Source: an optimization exercise on an open RTL-to-GDS flow (aim: small area). Production flows keep margins and buffers that such runs may drop. Only simulation tests tie the RTL to the original design; equivalence was not proved. Power figures rest on the tool's default switching activity, not on a simulated workload.

==> design.v <==
package cpu_types_pkg;
    typedef logic [3:0] cpu_mode_t;
    localparam logic [3:0] MODE_USR = 4'h0;
    localparam logic [3:0] MODE_FIQ = 4'h1;
    localparam logic [3:0] MODE_IRQ = 4'h2;
    localparam logic [3:0] MODE_SVC = 4'h3;
    localparam logic [3:0] MODE_ABT = 4'h7;
    localparam logic [3:0] MODE_UND = 4'hB;
    localparam logic [3:0] MODE_SYS = 4'hF;
    typedef logic [4:0] phys_reg_idx_t;
    typedef struct packed {
        logic f;
        logic s;
        logic x;
        logic c;
    } psr_mask_t;
    localparam int CPSR_N = 31;
    localparam int CPSR_Z = 30;
    localparam int CPSR_C = 29;
    localparam int CPSR_V = 28;
    localparam int CPSR_I = 7;
    localparam int CPSR_F = 6;
    localparam int CPSR_T = 5;
    localparam logic [31:0] CPSR_RESET_VALUE = 32'h0000_00D3;
    function automatic logic is_legal_mode(input logic [3:0] m);
        case (m)
            4'h0, 4'h1, 4'h2, 4'h3, 4'h7, 4'hB, 4'hF: is_legal_mode = 1'b1;
            default:                                  is_legal_mode = 1'b0;
        endcase
    endfunction
    function automatic logic has_spsr(input logic [3:0] m);
        has_spsr = !(m == MODE_USR || m == MODE_SYS);
    endfunction
    function automatic logic [2:0] spsr_slot(input logic [3:0] m);
        case (m)
            MODE_FIQ: spsr_slot = 3'd0;
            MODE_SVC: spsr_slot = 3'd1;
            MODE_ABT: spsr_slot = 3'd2;
            MODE_IRQ: spsr_slot = 3'd3;
            MODE_UND: spsr_slot = 3'd4;
            default:  spsr_slot = 3'd0;
        endcase
    endfunction
    function automatic logic [4:0] bank_map(input logic [3:0] m, input logic [3:0] idx,
                                            input logic force_user);
        logic [3:0] em;
        logic [4:0] p;
        em = force_user ? MODE_USR : m;
        p  = {1'b0, idx};
        if (em == MODE_FIQ && idx >= 4'd8 && idx <= 4'd14) begin
            p = {1'b0, idx} + 5'd8;
        end else if (idx == 4'd13 || idx == 4'd14) begin
            case (em)
                MODE_SVC: p = {1'b0, idx} + 5'd10;
                MODE_ABT: p = {1'b0, idx} + 5'd12;
                MODE_IRQ: p = {1'b0, idx} + 5'd14;
                MODE_UND: p = {1'b0, idx} + 5'd16;
                default:  p = {1'b0, idx};
            endcase
        end
        bank_map = p;
    endfunction
endpackage
module arm_reg_bank_map (
    input  cpu_types_pkg::cpu_mode_t     mode_i,
    input  logic [3:0]                   idx_i,
    input  logic                         force_user_i,
    output cpu_types_pkg::phys_reg_idx_t phys_o
);
    assign phys_o = cpu_types_pkg::bank_map(mode_i, idx_i, force_user_i);
endmodule
module arm_rf_aoi222 (
    input  logic a1, a2, b1, b2, c1, c2,
    output logic y
);
    assign y = ~((a1 & a2) | (b1 & b2) | (c1 & c2));
endmodule
module arm_rf_nor2 (
    input  logic a, b,
    output logic y
);
    assign y = ~(a | b);
endmodule
module arm_rf_inv (
    input  logic a,
    output logic y
);
    assign y = ~a;
endmodule
module arm_rf_nand2 (
    input  logic a, b,
    output logic y
);
    assign y = ~(a & b);
endmodule
module arm_rf_nand4 (
    input  logic a, b, c, d,
    output logic y
);
    assign y = ~(a & b & c & d);
endmodule
module arm_rf_nand3 (
    input  logic a, b, c,
    output logic y
);
    assign y = ~(a & b & c);
endmodule
module arm_rf_wbit2 (
    input  logic sel_h_i, sel_a_i, sel_b_i,
    input  logic q_i, a_i, b_i,
    output logic d_o
);
    logic n;
    arm_rf_aoi222 u_ao (.a1(sel_h_i), .a2(q_i), .b1(sel_a_i), .b2(a_i), .c1(sel_b_i), .c2(b_i), .y(n));
    arm_rf_inv    u_iv (.a(n), .y(d_o));
endmodule
module arm_rf_wbit3 (
    input  logic sel_h_i, sel_a_i, sel_b_i, sel_c_i,
    input  logic q_i, a_i, b_i, c_i,
    output logic d_o
);
    logic n, m;
    arm_rf_aoi222 u_ao (.a1(sel_h_i), .a2(q_i), .b1(sel_a_i), .b2(a_i), .c1(sel_b_i), .c2(b_i), .y(n));
    arm_rf_nand2  u_nc (.a(sel_c_i), .b(c_i), .y(m));
    arm_rf_nand2  u_no (.a(n), .b(m), .y(d_o));
endmodule
module arm_rf_rbit23 (
    input  logic [22:0] sel_i,
    input  logic [22:0] dat_i,
    output logic        y_o
);
    logic [6:0] n;
    logic [1:0] t;
    logic [1:0] o;
    logic       z;
    for (genvar k = 0; k < 7; k++) begin : g_ao
        arm_rf_aoi222 u_ao (.a1(sel_i[3*k]), .a2(dat_i[3*k]), .b1(sel_i[3*k+1]), .b2(dat_i[3*k+1]),
                            .c1(sel_i[3*k+2]), .c2(dat_i[3*k+2]), .y(n[k]));
    end
    arm_rf_nand2 u_t0 (.a(sel_i[21]), .b(dat_i[21]), .y(t[0]));
    arm_rf_nand2 u_t1 (.a(sel_i[22]), .b(dat_i[22]), .y(t[1]));
    arm_rf_nand4 u_n0 (.a(n[0]), .b(n[1]), .c(n[2]), .d(n[3]), .y(o[0]));
    arm_rf_nand4 u_n1 (.a(n[4]), .b(n[5]), .c(n[6]), .d(t[0]), .y(o[1]));
    arm_rf_nor2  u_z  (.a(o[0]), .b(o[1]), .y(z));
    arm_rf_nand2 u_y  (.a(z), .b(t[1]), .y(y_o));
endmodule
module arm_rf_sel6 (
    input  logic [5:0] sel_i,
    input  logic [5:0] dat_i,
    output logic       y_o
);
    logic n0, n1;
    arm_rf_aoi222 u_a0 (.a1(sel_i[0]), .a2(dat_i[0]), .b1(sel_i[1]), .b2(dat_i[1]),
                        .c1(sel_i[2]), .c2(dat_i[2]), .y(n0));
    arm_rf_aoi222 u_a1 (.a1(sel_i[3]), .a2(dat_i[3]), .b1(sel_i[4]), .b2(dat_i[4]),
                        .c1(sel_i[5]), .c2(dat_i[5]), .y(n1));
    arm_rf_nand2  u_n (.a(n0), .b(n1), .y(y_o));
endmodule
module arm_rf_sel5 (
    input  logic [4:0] sel_i,
    input  logic [4:0] dat_i,
    output logic       y_o
);
    logic n0, t3, t4;
    arm_rf_aoi222 u_a0 (.a1(sel_i[0]), .a2(dat_i[0]), .b1(sel_i[1]), .b2(dat_i[1]),
                        .c1(sel_i[2]), .c2(dat_i[2]), .y(n0));
    arm_rf_nand2  u_t3 (.a(sel_i[3]), .b(dat_i[3]), .y(t3));
    arm_rf_nand2  u_t4 (.a(sel_i[4]), .b(dat_i[4]), .y(t4));
    arm_rf_nand3  u_n (.a(n0), .b(t3), .c(t4), .y(y_o));
endmodule
module arm_banked_regfile #(
    parameter int NUM_RD_PORTS = 3,
    parameter int NUM_WR_PORTS = 2,
    parameter int XLEN         = 32
) (
    input  logic                              clk,
    input  logic                              rst_n,
    input  logic [NUM_RD_PORTS-1:0][3:0]      rd_addr,
    input  logic [NUM_RD_PORTS-1:0]           rd_user,
    output logic [NUM_RD_PORTS-1:0][XLEN-1:0] rd_data,
    input  logic [NUM_WR_PORTS-1:0]           wr_en,
    input  logic [NUM_WR_PORTS-1:0][3:0]      wr_addr,
    input  logic [NUM_WR_PORTS-1:0]           wr_user,
    input  logic [NUM_WR_PORTS-1:0][XLEN-1:0] wr_data,
    input  logic                              pc_we,
    input  logic [XLEN-1:0]                   pc_wdata,
    input  logic                              cpsr_we,
    input  logic [3:0]                        cpsr_mask,
    input  logic [XLEN-1:0]                   cpsr_wdata,
    input  logic                              spsr_we,
    input  logic [XLEN-1:0]                   spsr_wdata,
    input  logic                              exc_req,
    input  logic [3:0]                        exc_mode,
    input  logic [XLEN-1:0]                   exc_lr,
    input  logic                              restore_cpsr,
    output logic [XLEN-1:0]                   cpsr,
    output logic [XLEN-1:0]                   spsr,
    output logic [3:0]                        mode,
    output logic [XLEN-1:0]                   pc
);
    localparam int NUM_PHYS = 31;
    logic [NUM_PHYS-1:0][XLEN-1:0] regs_q;
    logic [NUM_PHYS-1:0][XLEN-1:0] regs_d;
    logic [NUM_PHYS-1:0]           rvld_q;
    logic [NUM_PHYS-1:0]           rsel_h;
    logic [4:0][XLEN-1:0]          spsr_q;
    logic [4:0][XLEN-1:0]          spsr_d;
    logic [4:0]                    svld_q;
    logic [4:0]                    ssel_h;
    logic [XLEN-1:0]               cpsr_q, cpsr_d;
    cpu_types_pkg::cpu_mode_t      cur_mode;
    logic                          m_fiq, m_svc, m_abt, m_irq, m_und, m_priv;
    logic [3:0]                    mask;    
    cpu_types_pkg::phys_reg_idx_t [NUM_WR_PORTS-1:0] wr_phys;
    cpu_types_pkg::phys_reg_idx_t  exc_phys;
    assign cur_mode = cpu_types_pkg::cpu_mode_t'(cpsr_q[3:0]);
    assign m_fiq    = (cur_mode == cpu_types_pkg::MODE_FIQ);
    assign m_svc    = (cur_mode == cpu_types_pkg::MODE_SVC);
    assign m_abt    = (cur_mode == cpu_types_pkg::MODE_ABT);
    assign m_irq    = (cur_mode == cpu_types_pkg::MODE_IRQ);
    assign m_und    = (cur_mode == cpu_types_pkg::MODE_UND);
    assign m_priv   = m_fiq | m_svc | m_abt | m_irq | m_und;
    assign exc_phys = cpu_types_pkg::bank_map(cpu_types_pkg::cpu_mode_t'(exc_mode), 4'd14, 1'b0);
    for (genvar g = 0; g < NUM_WR_PORTS; g++) begin : g_wr_map
        arm_reg_bank_map u_map (
            .mode_i      (cur_mode),
            .idx_i       (wr_addr[g]),
            .force_user_i(wr_user[g]),
            .phys_o      (wr_phys[g])
        );
    end
    for (genvar r = 0; r < NUM_PHYS; r++) begin : g_reg
        logic hx, h1, h0, hp, s_x, s_1, s_0, s_p, s_h;
        assign hx  = exc_req && (exc_phys == 5'(r));
        assign h1  = wr_en[1] && (wr_phys[1] == 5'(r));
        assign h0  = wr_en[0] && (wr_phys[0] == 5'(r));
        assign hp  = (r == 15) && pc_we;
        assign s_x = hx;
        assign s_1 = h1 && !hx;
        assign s_0 = h0 && !h1 && !hx;
        assign s_p = hp && !h0 && !h1 && !hx;
        assign s_h = !(hx || h1 || h0 || hp);
        assign rsel_h[r] = s_h;
        for (genvar b = 0; b < XLEN; b++) begin : g_bit
            if (r == 15) begin : g_pc
                arm_rf_wbit3 u_w (
                    .sel_h_i(s_h), .sel_a_i(s_0), .sel_b_i(s_1), .sel_c_i(s_p),
                    .q_i(regs_q[r][b]), .a_i(wr_data[0][b]), .b_i(wr_data[1][b]), .c_i(pc_wdata[b]),
                    .d_o(regs_d[r][b])
                );
            end else if (r == 14 || r == 22 || r == 24 || r == 26 || r == 28 || r == 30) begin : g_lr
                arm_rf_wbit3 u_w (
                    .sel_h_i(s_h), .sel_a_i(s_0), .sel_b_i(s_1), .sel_c_i(s_x),
                    .q_i(regs_q[r][b]), .a_i(wr_data[0][b]), .b_i(wr_data[1][b]), .c_i(exc_lr[b]),
                    .d_o(regs_d[r][b])
                );
            end else begin : g_gp
                arm_rf_wbit2 u_w (
                    .sel_h_i(s_h), .sel_a_i(s_0), .sel_b_i(s_1),
                    .q_i(regs_q[r][b]), .a_i(wr_data[0][b]), .b_i(wr_data[1][b]),
                    .d_o(regs_d[r][b])
                );
            end
        end
        if (r == 15) begin : g_pc_ff
            always_ff @(posedge clk or negedge rst_n) begin
                if (!rst_n) regs_q[r] <= '0;
                else        regs_q[r] <= regs_d[r];
            end
            assign rvld_q[r] = 1'b1;
        end else begin : g_ff
            always_ff @(posedge clk) begin
                regs_q[r] <= regs_d[r];
            end
            always_ff @(posedge clk or negedge rst_n) begin
                if (!rst_n)    rvld_q[r] <= 1'b0;
                else if (!s_h) rvld_q[r] <= 1'b1;
            end
        end
    end
    logic [XLEN-1:0] v13, v14;
    logic [4:0] vsel13, vsel14;
    assign vsel13 = {m_und & rvld_q[29], m_irq & rvld_q[27], m_abt & rvld_q[25],
                     m_svc & rvld_q[23], m_fiq & rvld_q[21]};
    assign vsel14 = {m_und & rvld_q[30], m_irq & rvld_q[28], m_abt & rvld_q[26],
                     m_svc & rvld_q[24], m_fiq & rvld_q[22]};
    for (genvar b = 0; b < XLEN; b++) begin : g_view
        arm_rf_sel5 u_v13 (.sel_i(vsel13),
                           .dat_i({regs_q[29][b], regs_q[27][b], regs_q[25][b], regs_q[23][b], regs_q[21][b]}),
                           .y_o(v13[b]));
        arm_rf_sel5 u_v14 (.sel_i(vsel14),
                           .dat_i({regs_q[30][b], regs_q[28][b], regs_q[26][b], regs_q[24][b], regs_q[22][b]}),
                           .y_o(v14[b]));
    end
    for (genvar p = 0; p < NUM_RD_PORTS; p++) begin : g_rd
        logic [15:0] a;
        logic        u_bank;    
        logic        u_13;      
        logic [22:0] sel;
        for (genvar i = 0; i < 16; i++) begin : g_dec
            assign a[i] = (rd_addr[p] == 4'(i));
        end
        assign u_bank = rd_user[p] | !m_fiq;
        assign u_13   = rd_user[p] | !m_priv;
        for (genvar i = 0; i < 8; i++) begin : g_lo
            assign sel[i] = a[i] & rvld_q[i];
        end
        for (genvar j = 0; j < 5; j++) begin : g_hi
            assign sel[8+j]  = a[8+j] & u_bank & rvld_q[8+j];
            assign sel[13+j] = a[8+j] & !u_bank & rvld_q[16+j];
        end
        assign sel[18] = a[15];
        assign sel[19] = a[13] & u_13 & rvld_q[13];
        assign sel[20] = a[14] & u_13 & rvld_q[14];
        assign sel[21] = a[13] & !u_13;
        assign sel[22] = a[14] & !u_13;
        for (genvar b = 0; b < XLEN; b++) begin : g_bit
            arm_rf_rbit23 u_r (
                .sel_i(sel),
                .dat_i({v14[b], v13[b], regs_q[14][b], regs_q[13][b], regs_q[15][b],
                        regs_q[20][b], regs_q[19][b], regs_q[18][b], regs_q[17][b], regs_q[16][b],
                        regs_q[12][b], regs_q[11][b], regs_q[10][b], regs_q[9][b], regs_q[8][b],
                        regs_q[7][b], regs_q[6][b], regs_q[5][b], regs_q[4][b],
                        regs_q[3][b], regs_q[2][b], regs_q[1][b], regs_q[0][b]}),
                .y_o(rd_data[p][b])
            );
        end
    end
    logic [4:0] exc_slot_oh, cur_slot_oh;
    assign exc_slot_oh = {exc_mode == cpu_types_pkg::MODE_UND, exc_mode == cpu_types_pkg::MODE_IRQ,
                          exc_mode == cpu_types_pkg::MODE_ABT, exc_mode == cpu_types_pkg::MODE_SVC,
                          exc_mode == cpu_types_pkg::MODE_FIQ};
    assign cur_slot_oh = {m_und, m_irq, m_abt, m_svc, m_fiq};
    for (genvar s = 0; s < 5; s++) begin : g_spsr
        logic s_x, s_w, s_h;
        assign s_x = exc_req && exc_slot_oh[s];
        assign s_w = spsr_we && !exc_req && cur_slot_oh[s];
        assign s_h = !(s_x || s_w);
        assign ssel_h[s] = s_h;
        for (genvar b = 0; b < XLEN; b++) begin : g_bit
            arm_rf_wbit2 u_w (
                .sel_h_i(s_h), .sel_a_i(s_x), .sel_b_i(s_w),
                .q_i(spsr_q[s][b]), .a_i(cpsr_q[b]), .b_i(spsr_wdata[b]),
                .d_o(spsr_d[s][b])
            );
        end
        always_ff @(posedge clk) begin
            spsr_q[s] <= spsr_d[s];
        end
        always_ff @(posedge clk or negedge rst_n) begin
            if (!rst_n)    svld_q[s] <= 1'b0;
            else if (!s_h) svld_q[s] <= 1'b1;
        end
    end
    logic [5:0] spsr_sel;
    assign spsr_sel = {!m_priv, cur_slot_oh & svld_q};
    for (genvar b = 0; b < XLEN; b++) begin : g_spsr_out
        arm_rf_sel6 u_s (
            .sel_i(spsr_sel),
            .dat_i({cpsr_q[b], spsr_q[4][b], spsr_q[3][b], spsr_q[2][b], spsr_q[1][b], spsr_q[0][b]}),
            .y_o(spsr[b])
        );
    end
    always_comb begin
        cpsr_d = cpsr_q;
        mask   = cpsr_mask;
        if (cur_mode == cpu_types_pkg::MODE_USR) begin
            mask[2] = 1'b0;
            mask[1] = 1'b0;
            mask[0] = 1'b0;
        end
        if (exc_req) begin
            cpsr_d[3:0]    = exc_mode;
            cpsr_d[cpu_types_pkg::CPSR_I] = 1'b1;
            cpsr_d[cpu_types_pkg::CPSR_T] = 1'b0;
            if (exc_mode == cpu_types_pkg::MODE_FIQ) cpsr_d[cpu_types_pkg::CPSR_F] = 1'b1;
        end else if (restore_cpsr && m_priv) begin
            cpsr_d = spsr;
            if (!cpu_types_pkg::is_legal_mode(spsr[3:0])) cpsr_d[3:0] = cpsr_q[3:0];
        end else if (cpsr_we) begin
            if (mask[3]) cpsr_d[31:24] = cpsr_wdata[31:24];
            if (mask[2]) cpsr_d[23:16] = cpsr_wdata[23:16];
            if (mask[1]) cpsr_d[15:8]  = cpsr_wdata[15:8];
            if (mask[0]) begin
                cpsr_d[7:0] = cpsr_wdata[7:0];
                if (!cpu_types_pkg::is_legal_mode(cpsr_wdata[3:0])) cpsr_d[3:0] = cpsr_q[3:0];
            end
        end
        cpsr_d[4] = 1'b1;
    end
    always_ff @(posedge clk or negedge rst_n) begin
        if (!rst_n) cpsr_q <= XLEN'(cpu_types_pkg::CPSR_RESET_VALUE);
        else        cpsr_q <= cpsr_d;
    end
    assign cpsr = cpsr_q;
    assign mode = cur_mode;
    assign pc   = regs_q[15];
endmodule
==> flow/run.sh <==
#!/bin/bash
set -euo pipefail
export BUFFER_PORTS_ARGS="-buffer_cell sky130_fd_sc_hd__buf_1"
export CTS_ARGS="-sink_clustering_enable -repair_clock_nets -dont_use_dummy_load -buf_list sky130_fd_sc_hd__clkbuf_8 -sink_clustering_size 14 -sink_clustering_max_diameter 100"
bash standard.sh finish > standard.log 2>&1
==> standard.sh <==
#!/bin/bash
# synth_recipe.tcl (not shown) runs the flow's synth.tcl, then flattens the netlist and writes it again
# the make line also repeats each setting of config.mk as NAME=value (left out here)
make -C /OpenROAD-flow-scripts/flow DESIGN_CONFIG=/design/flow/config.mk WORK_HOME=/design/flow/orfs CLKGATE_MAP_FILE= SYNTH_SCRIPT=/design/flow/synth_recipe.tcl "${@:-finish}"
==> config.mk <==
export PLATFORM = sky130hd
export DESIGN_NAME = arm_banked_regfile
export DESIGN_NICKNAME = arm_banked_regfile
export VERILOG_FILES = /design/flow/design.v
export SDC_FILE = /design/flow/constraint.sdc
export NUM_CORES = 4
export LEC_CHECK = 0
export CAP_MARGIN = 10
export CELL_PAD_IN_SITES_DETAIL_PLACEMENT = 1
export CELL_PAD_IN_SITES_GLOBAL_PLACEMENT = 1
export CORE_MARGIN = 2
export CORE_UTILIZATION = 25
export CTS_BUF_LIST = sky130_fd_sc_hd__clkbuf_8
export CTS_CLUSTER_DIAMETER = 100
export CTS_CLUSTER_SIZE = 14
export GPL_ROUTABILITY_DRIVEN = 1
export PLACE_DENSITY = 0.3
export SLEW_MARGIN = 10
export SYNTH_HIERARCHICAL = 1
export SYNTH_MINIMUM_KEEP_SIZE = 0
==> constraint.sdc <==
create_clock -name core_clock -period 10.0 [get_ports {clk}]
set_input_delay 2.0000 -clock core_clock [delete_from_list [all_inputs] [get_ports {clk}]]
set_output_delay 2.0000 -clock core_clock [all_outputs]
set_load 0.01 [all_outputs]
==> results of run 1 <==
[kinds of logic after synthesis]
group | count (synthesis) | share of synthesized area
AO/OA/AOI/OAI | 2033 | 0.353
XOR/XNOR | 2 | 0.000307
adder cells (fa/ha/maj) | 10 | 0.00246
buffers and inverters | 1011 | 0.0700
flip-flops | 1218 | 0.436
multiplexers | 10 | 0.00193
other | 1 | 0.0000657
AND/OR/NAND/NOR | 1742 | 0.136
[state kept, by name, summed over array words and instances (netlist names)]
name and cells:
spsr_q 160, regs_q 992, cpsr_q 31, rvld_q 30, svld_q 5
[worst min-delay path by stage]
stage,to,depth (start not counted)
6_report,rvld_q[28],1
5_1_grt,rvld_q[26],1
4_1_cts,rvld_q[28],1
3_5_place_dp,rvld_q[28],1
3_3_place_gp,rvld_q[22],1
2_1_floorplan,rvld_q[22],1
[Yosys stat by module (local to each module, per instance), excerpt]
module,copies in the design,flops+latches,cells,area [µm²]
arm_banked_regfile,1,1218,1807,28100
arm_rf_nor2,96,0,1,3.75
arm_rf_nand3,64,0,1,5.00
arm_rf_nand4,192,0,1,6.26
arm_rf_inv,928,0,1,3.75
arm_rf_aoi222,1952,0,1,10.0
arm_reg_bank_map,2,0,46,358
arm_rf_nand2,896,0,1,3.75
[area by class of cell]
| type | instances | area (µm²) | area share |
|---|---|---|---|
| Antenna cell | 12 | 30.0 | 0.000454 |
| Clock buffer | 102 | 1400 | 0.0212 |
| Inverter | 938 | 3520 | 0.0532 |
| Multi-Input combinational cell | 3804 | 29100 | 0.440 |
| Sequential cell | 1218 | 24900 | 0.376 |
| Tap cell | 3009 | 3760 | 0.0569 |
| Timing Repair Buffer | 664 | 3460 | 0.0523 |
[per-stage QoR]
step | utilization | instances | setup slack (ns)
6_report | 0.291 | 9747 | 2.01
5_1_grt | 0.291 | 9739 | 2.05
4_1_cts | 0.291 | 9735 | 2.07
3_5_place_dp | 0.285 | 9633 | 2.79
3_3_place_gp | 0.285 | 9633 | 2.80
2_1_floorplan | - | 6033 | 1.75
[layout by cell type, fill, tap and decap left out, drive strengths merged, types with 29 or more instances in the layout]
master  count
nor3       47
nand4     211
a222oi   1952
buf       603
nand3      79
inv       938
dfxtp    1120
clkbuf    163
nand2     971
dfrtp      94
and3       55
or3        29
nor2      253
[routing by layer]
metal,vias to the layer above,routed length (µm),GRT usage
met5,-,333,0.00124
met4,50,22900,0.173
met3,840,43400,0.0790
met2,4352,185000,0.535
met1,35142,171000,0.450
li1,27238,-,-
[power by group]
part / internal, mW / switching [mW]
Combinational: 2.11 / 3.37
Clock: 0.907 / 1.93
Sequential: 6.45 / 1.49
[critical path, delay by kind of cell (launching register included)]
kind,cells,cell delay [ns]
compound gates,1,0.46
buf+inv,2,0.54
flops,1,0.99
simple gates,7,3.03
==> impl_results.md, run 1 <==
* Run status: complete, no violations
* Syn. warnings at 9
* Overflow left after global routing at 0
* DIE WIDTH at 482 µm
* Worst r2r path cells at 13
* Post-DRT Antenna Nets at 0
* Kind of end point of the critical path: output port
* Maximum number of pins on one net before global-route repair at 46
* Final GP Congestion at 0.912
* Flip-flop and latch count after synthesis at 1218
* Number of buffers inserted for hold repair after clock tree synthesis at 0
* Crit path capture: rd_data[34]
* Final setup TNS at 0 ns
* Number of antenna violations at the first check in global routing at 42
* Clock sink count at 1218
* Total clock buffers created by CTS at 102
* Period utilisation layout at 0.799
* Number of global-route vias before repair at 64791
* Cell area after placement at 64700 µm²
* Number of gates resized after CTS at 0
* Async set or reset register ratio after synthesis at 0.0805
* Clock tree from TritonCTS: built
* Area of all placed cells without fillers at 66200 µm²
* Port Buffers at 427
* NumNets Final at 6972
* Highest clock frequency the design can meet at 125 MHz
* Hold Slack at 0.470 ns
* Source of the worst register-to-register timing path: cpsr_q[1]
* DIE HEIGHT at 482 µm
* Beginning of the critical path: cpsr_q[0]
* Total power at 16.3 mW
* Source of the worst hold timing path: rvld_q[28]
* Num ports at 430
* Most area-consuming cells after synthesis: sky130_fd_sc_hd__dfxtp_1 39%, sky130_fd_sc_hd__a222oi_1 34%, sky130_fd_sc_hd__nand2_1 6.4%, sky130_fd_sc_hd__inv_1 6.2%, sky130_fd_sc_hd__dfrtp_1 4.1%
* Ratio of cells with drive above 1 in the final layout at 0.0916
* Actual transition at the worst max-transition pin at 1.36 ns
* Row cnt at 175
* Max transition margin at 0.0945
* Most numerous cell in the Yosys netlist: sky130_fd_sc_hd__a222oi_1
* RSZ-0062 raised after global routing: no
* Category of the most critical setup path: flop to output port
* Dpl hpwl at 252000 µm
* Worst clock skew at 0.0679 ns
* Total power per unit cell area at 246 nW/µm²
* Global-route usage over all layers at 0.346
* Maximum vdd drop at 0.000122 V
* Per-cell via count in the routed design at 6.94
* Syn-to-layout area delta at 16.0%
* Minimum period implied by the final worst setup slack at 7.99 ns
* Setup fix buffers added after clock tree synthesis at 0
* Number of enable-type register cells in the synthesized netlist at 0
* H-tree depth reported by CTS at 3
* Worst path required time at 8.00 ns
* End of the worst register-to-register path: regs_q[490]
* Sequential fraction of the synthesis area at 0.436
* Total via count after detailed routing at 67622
* Wire length after detailed routing at 422000 µm
* Leakage dissipation at 28.7 nW
* Most common library cells after synthesis: 1952 x sky130_fd_sc_hd__a222oi_1, 1120 x sky130_fd_sc_hd__dfxtp_1, 970 x sky130_fd_sc_hd__nand2_1
* Syn Std Cell Area at 57000 µm²
* Cell chosen for the clock root: sky130_fd_sc_hd__clkbuf_8
* Area of the core at 227000 µm²
* Initial Utilization at 0.251
* Final setup fails at 0
* Die area at 232000 µm²
* Critical Path Slowest Stage Cell: sky130_fd_sc_hd__dfstp_2
* Max_cap viols at 0
* Worst-path fanout max at 32
* Dominant register cell in the synthesized netlist: sky130_fd_sc_hd__dfxtp_1
* Yosys top cell by area: sky130_fd_sc_hd__dfxtp_1
* Global-route wire length before repair at 562000 µm
* Number of DRC markers after the initial detailed-route iteration at 15582
* Final number of max-transition violations at 0
* Series of cell instances along the critical path: nand3b_1 > nor2_1 > nor2_1 > and3_2 > buf_4 > a222oi_1 > nand4_1 > nor2_1 > nand2_1 > buf_1
* Type of origin of the critical path: flop
* Fill cell count at 26241
* Wire length per cell after detailed routing at 43.3 µm
* Area share of the largest cell type after synthesis at 0.393
* Count of different cell masters after synthesis at 60
* Most used cell, CP: sky130_fd_sc_hd__nor2_1
* Worst reg2reg setup slack at 4.17 ns
* Largest stage delay, worst path at 0.99 ns
* Syn avg cell area at 9.46 µm²
* Clock Path Buffers at 3
* DR DRC count at 0
* Worst-path clk slew at 0.11 ns
* First-pass detailed-route iteration total at 15
* Number of failing hold endpoints at the final stage at 0
* Signal arrival time at the worst endpoint at 5.99 ns
* Worst hold path type: flop to flop
* Cell count after synthesis at 6027
* Clock latency of the later-clocked register in the worst-skew pair at 0.95 ns
==> inputs of run 2 (changes only) <==
==> run.sh (new file) <==
#!/bin/bash
# synth_recipe.tcl (not shown) runs the flow's synth.tcl, then flattens the netlist and writes it again
# the make line also repeats each setting of config.mk as NAME=value (left out here)
make -C /OpenROAD-flow-scripts/flow DESIGN_CONFIG=/design/flow/config.mk WORK_HOME=/design/flow/orfs CLKGATE_MAP_FILE= SYNTH_SCRIPT=/design/flow/synth_recipe.tcl finish
removed: flow/run.sh
removed: standard.sh
==> impl_results.md, run 2 <==
* Series of cell instances along the critical path: clkdlybuf4s50_1 > nor2_1 > nor2_1 > and3_2 > buf_4 > a222oi_1 > nand4_1 > nor2_1 > nand2_1 > clkdlybuf4s50_1 (was nand3b_1 > nor2_1 > nor2_1 > and3_2 > buf_4 > a222oi_1 > nand4_1 > nor2_1 > nand2_1 > buf_1)
* Cell chosen for the clock root: sky130_fd_sc_hd__clkbuf_8 (unchanged)
* Top routing layer in use: met5 (unchanged)
* Ratio of cells with drive above 1 in the final layout at 0.0909 (was 0.0916)
* Worst clock skew at 0.0396 ns (was 0.0679 ns)
* Num ports at 430 (unchanged)
* Amount of wire on met3 after detailed routing at 41200 µm (was 43400 µm)
* Syn Std Cell Area at 57000 µm² (unchanged)
* Post-DRT Antenna Nets at 0 (unchanged)
* Min-Delay Endpoint: rvld_q[24] (was rvld_q[28])
* Count of different cell masters after synthesis at 60 (unchanged)
* Highest clock frequency the design can meet at 122 MHz (was 125 MHz)
* End of the worst register-to-register path: regs_q[490] (unchanged)
* Initial Utilization at 0.251 (unchanged)
* Power share of the combinational group at 0.355 (was 0.337)
* Clock Path Buffers at 3 (unchanged)
* Reg power frac at 0.467 (was 0.488)
* Global-route usage over all layers at 0.344 (was 0.346)
* Clock latency of the later-clocked register in the worst-skew pair at 0.92 ns (was 0.95 ns)
* Flip-flop and latch count after synthesis at 1218 (unchanged)
* Wire length after detailed routing at 419000 µm (was 422000 µm)
* Clock tree from TritonCTS: built (unchanged)
* Period utilisation layout at 0.820 (was 0.799)
* Area of the core at 227000 µm² (unchanged)
* Run status: complete, no violations (unchanged)
* DIE HEIGHT at 482 µm (unchanged)
* Number of global-route vias before repair at 66144 (was 64791)
* Register Area at 24900 µm² (unchanged)
* NumNets Final at 6989 (was 6972)
* Count of placed standard cells in the final layout, fillers left out at 9813 (was 9747)
* Worst r2r path cells at 14 (was 13)
* Total power per unit cell area at 245 nW/µm² (was 246 nW/µm²)
* Net switching power at 6.86 mW (was 6.79 mW)
* Syn avg cell area at 9.46 µm² (unchanged)
* Maximum vdd drop at 0.000138 V (was 0.000122 V)
* Number of enable-type register cells in the synthesized netlist at 0 (unchanged)
* Most common library cells after synthesis: 1952 x sky130_fd_sc_hd__a222oi_1, 1120 x sky130_fd_sc_hd__dfxtp_1, 970 x sky130_fd_sc_hd__nand2_1 (unchanged)
* Area taken by multi-input logic gates at 29100 µm² (about the same)
* Commonest cells after routing, fill and taps aside: 1952 x sky130_fd_sc_hd__a222oi_1, 1120 x sky130_fd_sc_hd__dfxtp_1, 970 x sky130_fd_sc_hd__nand2_1 (unchanged)
* Net switching fraction of the power at 0.404 (was 0.418)
* Area of all placed cells without fillers at 69100 µm² (was 66200 µm²)
* First-pass detailed-route iteration total at 11 (was 15)
* Fill cell count at 26006 (was 26241)
* Wire length on met2 at 186000 µm (was 185000 µm)
* XOR/XNOR Fraction of Synth Area at 0.000307 (unchanged)
* Largest regs: regs_q (992), spsr_q (160), cpsr_q (31) (unchanged)
* Number of gates resized after CTS at 0 (unchanged)
* Fraction of synthesized area in multiplexers at 0.00193 (unchanged)
* Number of buffers inserted for hold repair after clock tree synthesis at 0 (unchanged)
* Synth Area in Compound Gates at 0.353 (unchanged)
* Overflow left after global routing at 0 (unchanged)
* Cell area after placement at 67300 µm² (was 64700 µm²)
* Sequential fraction of the synthesis area at 0.436 (unchanged)
* Largest stage delay, worst path at 0.62 ns (was 0.99 ns)
* Worst hold path depth at 1 (unchanged)
* Dpl hpwl at 259000 µm (was 252000 µm)
* Source of the worst register-to-register timing path: cpsr_q[1] (unchanged)
* Number of DRC markers after the initial detailed-route iteration at 16108 (was 15582)
* Yosys top cell by area: sky130_fd_sc_hd__dfxtp_1 (unchanged)
* Async set or reset register ratio after synthesis at 0.0805 (unchanged)
* Critical Path Slowest Stage Cell: sky130_fd_sc_hd__clkdlybuf4s50_1 (was sky130_fd_sc_hd__dfstp_2)
* Wire length per cell after detailed routing at 42.7 µm (was 43.3 µm)
* Placement Setup Slack at 1.96 ns (was 2.79 ns)
* Total via count after detailed routing at 67562 (was 67622)
* Number of buffer and inverter instances along the worst setup path at 3 (was 2)
* Minimum period implied by the final worst setup slack at 8.20 ns (was 7.99 ns)
* Leakage dissipation at 30.0 nW (was 28.7 nW)
* Clock power share at 0.178 (was 0.175)
* Slack of the critical path at 1.80 ns (was 2.01 ns)
* RSZ-0062 raised after global routing: no (unchanged)
* Final number of max-transition violations at 0 (unchanged)
* Number of antenna violations at the first check in global routing at 37 (was 42)
* Setup fix buffers added after clock tree synthesis at 0 (unchanged)
* Most used cell, CP: sky130_fd_sc_hd__nor2_1 (unchanged)
* Worst-path fanout max at 21 (was 32)
* Category of the most critical setup path: primary input to output port (was flop to output port)
* Total clock buffers created by CTS at 100 (was 102)
* Maximum number of pins on one net before global-route repair at 62 (was 46)
* Syn-to-layout area delta at 21.1% (was 16.0%)
* Cell internal pwr at 10.1 mW (was 9.46 mW)
* Worst reg2reg setup slack at 4.21 ns (was 4.17 ns)
* Row cnt at 175 (unchanged)
* Met1 WL at 169000 µm (was 171000 µm)
* Actual transition at the worst max-transition pin at 1.33 ns (was 1.36 ns)
* Signal arrival time at the worst endpoint at 6.20 ns (was 5.99 ns)
* Source of the worst hold timing path: rvld_q[24] (was rvld_q[28])
* Type of origin of the critical path: primary input (was flop)
* Final GP Congestion at 0.884 (was 0.912)
* Global-route wire length before repair at 563000 µm (was 562000 µm)
* Most common cell after layout, fill and taps aside: sky130_fd_sc_hd__a222oi_1 (unchanged)
* Max transition margin at 0.115 (was 0.0945)
* Number of placed instances with taps included at 9652 (was 9633)
* Clock sink count at 1218 (unchanged)
* Register with the most flip-flops: regs_q (unchanged)
* Per-cell via count in the routed design at 6.88 (was 6.94)
* Worst-path clk slew at 0.10 ns (was 0.11 ns)
* Most numerous cell in the Yosys netlist: sky130_fd_sc_hd__a222oi_1 (unchanged)
* Dominant register cell in the synthesized netlist: sky130_fd_sc_hd__dfxtp_1 (unchanged)
* Final setup TNS at 0 ns (unchanged)
* Adder-cell share of the synthesized area at 0.00246 (unchanged)
* Area share of the largest cell type after synthesis at 0.393 (unchanged)
* Max FFs per register at 992 (unchanged)
* Largest family of logic cells by synthesized area: compound AO/OA/AOI/OAI gates (unchanged)
* Total power at 17.0 mW (was 16.3 mW)
* DR DRC count at 0 (unchanged)
* Worst hold path type: flop to flop (unchanged)
* Kind of end point of the critical path: output port (unchanged)
* Most area-consuming cells after synthesis: sky130_fd_sc_hd__dfxtp_1 39%, sky130_fd_sc_hd__a222oi_1 34%, sky130_fd_sc_hd__nand2_1 6.4%, sky130_fd_sc_hd__inv_1 6.2%, sky130_fd_sc_hd__dfrtp_1 4.1% (unchanged)
* Worst path required time at 8.00 ns (about the same)
* Die area at 232000 µm² (unchanged)
* Final setup fails at 0 (unchanged)
* Max_cap viols at 0 (unchanged)
* Number of failing hold endpoints at the final stage at 0 (unchanged)
* Port Buffers at 427 (unchanged)
* DIE WIDTH at 482 µm (unchanged)
* Synthesized-area fraction occupied by and/or/nand/nor cells at 0.136 (unchanged)
* H-tree depth reported by CTS at 3 (unchanged)
* Largest delay share family, worst path: simple AND/OR/NAND/NOR gates (unchanged)
* Cell count after synthesis at 6027 (unchanged)
* Syn. warnings at 9 (unchanged)
run 2: routing by layer:
layer  vias up  global-route usage
met2      4193               0.540
met3       831              0.0723
met1     35162               0.442
met4        44               0.179
li1      27332                   -
met5         -                   0
run 2: Yosys stat by module, one instance, submodules excluded, excerpt:
| module | cells | cell area (µm²) | times used |
|---|---|---|---|
| arm_banked_regfile | 1807 | 28100 | 1 |
| arm_reg_bank_map | 46 | 358 | 2 |
| arm_rf_aoi222 | 1 | 10.0 | 1952 |
| arm_rf_nand4 | 1 | 6.26 | 192 |
| arm_rf_nor2 | 1 | 3.75 | 96 |
| arm_rf_inv | 1 | 3.75 | 928 |
run 2: area by class of cell:
cell class              instances  area share
multi-input cells            3804       0.421
well taps                    3009      0.0545
clock buffers                 111      0.0221
diodes                         15    0.000543
clock inverters                35     0.00272
inverters                     938      0.0510
repair buffers                683      0.0878
flip-flops and latches       1218       0.360
run 2: metrics by stage:
step	hold slack, ns	utilization
final	0.470	0.304
after global routing	0.486	0.304
after CTS	0.474	0.304
after detailed placement	0.444	0.297
after global placement	0.440	0.297
after floorplan	0.425	-
run 2: cells by family after synthesis:
family          after synthesis
compound gates             2033
simple gates               1742
flops                      1218
buf+inv                    1011
fa+ha+maj                    10
mux                          10
xor+xnor                      2
other cells                   1
run 2: worst reg2reg max path, delay by kind of cell, from the launching register on:
family,cells,cell delay (ns)
compound gates,5,1.99
buf+inv,2,1.01
simple gates,6,1.45
flops,1,0.95
fa+ha+maj,1,0.28
run 2: power by group through the flow:
stage | Sequential (mW) | Combinational, mW | Clock, mW
3_3_place_gp | 7.88 | 5.85 | 0
3_5_place_dp | 7.96 | 5.96 | 0
2_1_floorplan | 7.53 | 3.26 | 0
4_1_cts | 7.85 | 5.99 | 3.12
6_report | 7.92 | 6.02 | 3.03
5_1_grt | 8.11 | 6.41 | 3.28
run 2: worst max-delay path by stage:
stage,end,cells after the start,startpoint
global placement,rd_data[81],10,rd_user[2]
floorplan,regs_q[704],5,exc_mode[3]
detailed placement,rd_data[81],10,rd_user[2]
CTS,rd_data[81],10,cpsr_q[1]
finish,rd_data[49],10,rd_user[1]
global route,rd_data[49],10,rd_user[1]

-- re-timing with driven ports --
How much do the figures lean on ideal ports? The routed layouts below were timed once more, with nothing changed but the port constraints.
Step 1: set_driving_cell puts a clkbuf_16 on clk and a buf_2 on each other input, an assumption about the parent block.
Step 2 times the ports against the registers' clock, not the clock port: input delays grow and output delays shrink by t, the midpoint of the rising clock arrivals with the driver on.
a / b / c = ideal ports / drivers / drivers and shift; a / b = the first two.
| run | t, ns | setup WS [ns] | worst setup path at the end | worst register clock-pin slew, ns |
|---|---|---|---|---|
| run 1 | 1.004 | 2.007 / 1.920 / 2.446 | input to output | 0.12 / 0.12 |
| run 2 | 1.004 | 1.797 / 1.738 / 1.738 | input to output | 0.12 / 0.12 |
After both steps every run listed still meets setup and hold. The setup slack of run 2, which loses most, moves by -0.059 ns with the drivers and by -0.059 ns with both steps.
